From an optimization exercise on the open Yosys and OpenROAD flow, aimed at small area; shortcuts taken in it are not production practice.
Function was checked by simulation only, so behaviour that the tests miss may differ from the original.

Setup of run 1:
// umi_packet_merge_multi
module umi_packet_merge_multi #(
  parameter int CW      = 32,
  parameter int AW      = 64,
  parameter int IDW     = 64,
  parameter int ODW     = 256,
  parameter int TIMEOUT = 16
) (
  input  logic           clk,
  input  logic           reset,
  input  logic           flush,
  input  logic           umi_in_valid,
  input  logic [CW-1:0]  umi_in_cmd,
  input  logic [AW-1:0]  umi_in_dstaddr,
  input  logic [AW-1:0]  umi_in_srcaddr,
  input  logic [IDW-1:0] umi_in_data,
  output logic           umi_in_ready,
  output logic           umi_out_valid,
  output logic [CW-1:0]  umi_out_cmd,
  output logic [AW-1:0]  umi_out_dstaddr,
  output logic [AW-1:0]  umi_out_srcaddr,
  output logic [ODW-1:0] umi_out_data,
  input  logic           umi_out_ready,
  output logic           busy
);
  localparam int OB = ODW / 8;    
  logic           busy_q, full_q;
  logic [8:0]     hi_q;      
  logic           eom_q;     
  ...
For scale: about 1700 cells after synthesis, about 0.019 sq mm of cells after synthesis.
==> flow/config.mk <==
export PLATFORM = sky130hd
export DESIGN_NAME = umi_packet_merge_multi
export DESIGN_NICKNAME = umi_packet_merge_multi
export VERILOG_FILES = /design/flow/design.v
export SDC_FILE = /design/flow/constraint.sdc
export NUM_CORES = 4
export LEC_CHECK = 0
export CAP_MARGIN = 20
export CORE_AREA = 4 4 222 222
export CTS_BUF_LIST = sky130_fd_sc_hd__clkbuf_4
export CTS_CLUSTER_DIAMETER = 50
export CTS_CLUSTER_SIZE = 8
export DIE_AREA = 0 0 226 226
export SLEW_MARGIN = 20
export SYNTH_HIERARCHICAL = 1
export SYNTH_MINIMUM_KEEP_SIZE = 0
==> flow/constraint.sdc <==
create_clock -name core_clock -period 12.0 [get_ports {clk}]
set_input_delay 2.4000 -clock core_clock [delete_from_list [all_inputs] [get_ports {clk}]]
set_output_delay 2.4000 -clock core_clock [all_outputs]
set_load 0.01 [all_outputs]
standard.sh (not shown) runs the stock make flow with config.mk's settings and CLKGATE_MAP_FILE= SYNTH_SCRIPT=/design/flow/synth_recipe.tcl, a recipe that flattens the netlist after the stock synthesis.
==> flow/flow/run.sh <==
#!/bin/bash
# Standard layout with three changes:
#  - synthesis maps logic with an area-oriented ABC script (flow/abc_area_map.script,
#    the ORFS speed script with delay relaxed and without ABC's buffering/upsizing);
#    the rest of the synthesis, and so every register, is the standard one;
#  - plain buf_1 cells as the port buffers;
#  - a clock tree of small clusters of clkbuf_4 built without dummy loads.
set -e
cp standard.sh standard_sh_copy.log
export BUFFER_PORTS_ARGS="-buffer_cell sky130_fd_sc_hd__buf_1"
export CTS_ARGS="-sink_clustering_enable -repair_clock_nets -dont_use_dummy_load -buf_list {sky130_fd_sc_hd__clkbuf_4} -sink_clustering_size 8 -sink_clustering_max_diameter 50"
rm -rf synth_scripts
cp -r "$FLOW_HOME/scripts" synth_scripts
cp flow/abc_area_map.script synth_scripts/abc_speed.script
bash standard.sh SCRIPTS_DIR="$PWD/synth_scripts" synth > synth.log 2>&1
bash standard.sh > standard.log 2>&1
==> flow/flow/abc_area_map.script <==
&get -n
&st
&dch
&nf -R 1000 -p
&st
&syn2
&if -g -K 6
&synch2
&nf -R 1000 -p
&st
&syn2
&if -g -K 6
&synch2
&nf -R 1000 -p
&st
&syn2
&if -g -K 6
&synch2
&nf -R 1000 -p
&st
&syn2
&if -g -K 6
&synch2
&nf -R 1000 -p
&st
&syn2
&if -g -K 6
&synch2
&nf -R 1000 -p
&put
topo
stime -c
dnsize -c
The final layout from run 1, which completed every stage, passed the timing, design-rule and antenna checks at the end of the flow.
For run 2, these inputs were changed with respect to run 1:
==> flow/flow/run.sh <==
#!/bin/bash
# Standard layout, with plain buf_1 cells as the port buffers and a clock
# tree of small clusters of clkbuf_4 built without dummy loads.
set -e
cp standard.sh standard_sh_copy.log
export BUFFER_PORTS_ARGS="-buffer_cell sky130_fd_sc_hd__buf_1"
export CTS_ARGS="-sink_clustering_enable -repair_clock_nets -dont_use_dummy_load -buf_list {sky130_fd_sc_hd__clkbuf_4} -sink_clustering_size 8 -sink_clustering_max_diameter 50"
bash standard.sh > standard.log 2>&1
--- a/flow/config.mk
+++ b/flow/config.mk
@@ -8,3 +8,4 @@
 export CAP_MARGIN = 20
-export CORE_AREA = 4 4 222 222
+export CORE_MARGIN = 2
+export CORE_UTILIZATION = 75
 export CTS_BUF_LIST = sky130_fd_sc_hd__clkbuf_4
@@ -12,3 +13,2 @@
 export CTS_CLUSTER_SIZE = 8
-export DIE_AREA = 0 0 226 226
 export SLEW_MARGIN = 20
removed: flow/flow/abc_area_map.script
Notes after the runs:
- Seen in the log of run 2: PPL-0024 during I/O pin placement, after which the run never completed.
- Going from run 1 to run 2, die height decreased by about 26% relative to the old numbers; effective utilization at floorplan shows an increase of 37 points; die extent in x shows a reduction of about 26%; mean area per synthesized cell now larger.
- Diff run 2 and run 1: synthesized cell count lower in run 2
- The post-synth design cell area of run 2 exceeds that of run 1 by 7.4%.
- The site row count in run 2 is 0.75 times that in run 1.
The following lists how run 3 was set up differently from run 2:
==> flow/flow/run.sh <==
#!/bin/bash
# Standard layout, with plain buf_1 cells as the port buffers and a clock
# tree of clusters of at most 7 sinks on clkbuf_4 built without dummy loads.
set -e
cp standard.sh standard_sh_copy.log
export BUFFER_PORTS_ARGS="-buffer_cell sky130_fd_sc_hd__buf_1"
export CTS_ARGS="-sink_clustering_enable -repair_clock_nets -dont_use_dummy_load -buf_list {sky130_fd_sc_hd__clkbuf_4} -sink_clustering_size 7 -sink_clustering_max_diameter 40"
bash standard.sh > standard.log 2>&1
--- a/flow/config.mk
+++ b/flow/config.mk
@@ -8,7 +8,7 @@
 export CAP_MARGIN = 20
-export CORE_MARGIN = 2
-export CORE_UTILIZATION = 75
+export CORE_AREA = 4 4 316 126
 export CTS_BUF_LIST = sky130_fd_sc_hd__clkbuf_4
-export CTS_CLUSTER_DIAMETER = 50
-export CTS_CLUSTER_SIZE = 8
+export CTS_CLUSTER_DIAMETER = 40
+export CTS_CLUSTER_SIZE = 7
+export DIE_AREA = 0 0 320 130
 export SLEW_MARGIN = 20
--- outcome ---
Run 3: PASS, flow complete, no timing, DRC or antenna violations. From run 2 to run 3 the numbers moved as follows: average instance area after synthesis essentially unchanged; die boundary height decreased 37 microns; synthesized cell count essentially unchanged; post-synthesis instance area essentially unchanged. Number of core rows (run 3 / run 2): 0.75. Between run 3 and run 2, initial core utilization is higher for run 2, run 3 comes in under that. The x dimension of the die number comes out lower for run 2 vs run 3.
[inputs] run 4 vs run 3
==> flow/flow/run.sh <==
#!/bin/bash
# Standard layout, with plain buf_1 cells as the port buffers and a clock
# tree of small clusters of clkbuf_4 built without dummy loads.
set -e
cp standard.sh standard_sh_copy.log
export BUFFER_PORTS_ARGS="-buffer_cell sky130_fd_sc_hd__buf_1"
export CTS_ARGS="-sink_clustering_enable -repair_clock_nets -dont_use_dummy_load -buf_list {sky130_fd_sc_hd__clkbuf_4} -sink_clustering_size 8 -sink_clustering_max_diameter 50"
bash standard.sh > standard.log 2>&1
--- a/flow/config.mk
+++ b/flow/config.mk
@@ -8,7 +8,7 @@
 export CAP_MARGIN = 20
-export CORE_AREA = 4 4 316 126
+export CORE_MARGIN = 2
+export CORE_UTILIZATION = 65
 export CTS_BUF_LIST = sky130_fd_sc_hd__clkbuf_4
-export CTS_CLUSTER_DIAMETER = 40
-export CTS_CLUSTER_SIZE = 7
-export DIE_AREA = 0 0 320 130
+export CTS_CLUSTER_DIAMETER = 50
+export CTS_CLUSTER_SIZE = 8
 export SLEW_MARGIN = 20
==> comparison <==
Summary across run 4 and run 3: the single failing run is run 4. The flow ended early for run 4: it failed with a tool error in I/O pin placement. Comparing run 4 against run 3, there is no change at all in mean instance size in the synthesized netlist. Re summed instance area of the synthesized netlist: no difference whatsoever between run 3 and run 4. From run 3 to run 4 the numbers moved as follows: starting utilization of the core area now sits higher, number of rows in the core area now sits higher, die extent in x now sits lower. Re height of the chip: run 3 was lower than run 4. Run 3 and run 4 ended up with roughly the same number of cells produced by synthesis.

==> afterwards: timing with drivers on the ports <==
How much do the figures lean on ideal ports? The routed layouts below were timed once more, with nothing changed but the port constraints. Step 1 assumes that a clkbuf_16 drives the clock port and a buf_2 every other input. Step 2 also shifts input and output timing later by t, the mid clock arrival at the registers, as if the neighbouring blocks saw the same clock. Three values: ideal, step 1, step 2; two values: the first two.
| run | shift t [ns] | slack for setup (ns) | hold WS [ns] | worst setup path after step 2 | cell pins on the clock port's net |
|---|---|---|---|---|---|
| run 1 | 0.828 | 1.395 / 1.342 / 2.170 | 0.471 / 0.471 / 0.471 | register to output | 1 |
| run 3 | 0.808 | 2.073 / 2.019 / 2.828 | 0.470 / 0.470 / 0.470 | register to output | 1 |
After both steps setup and hold are still met in every run listed.
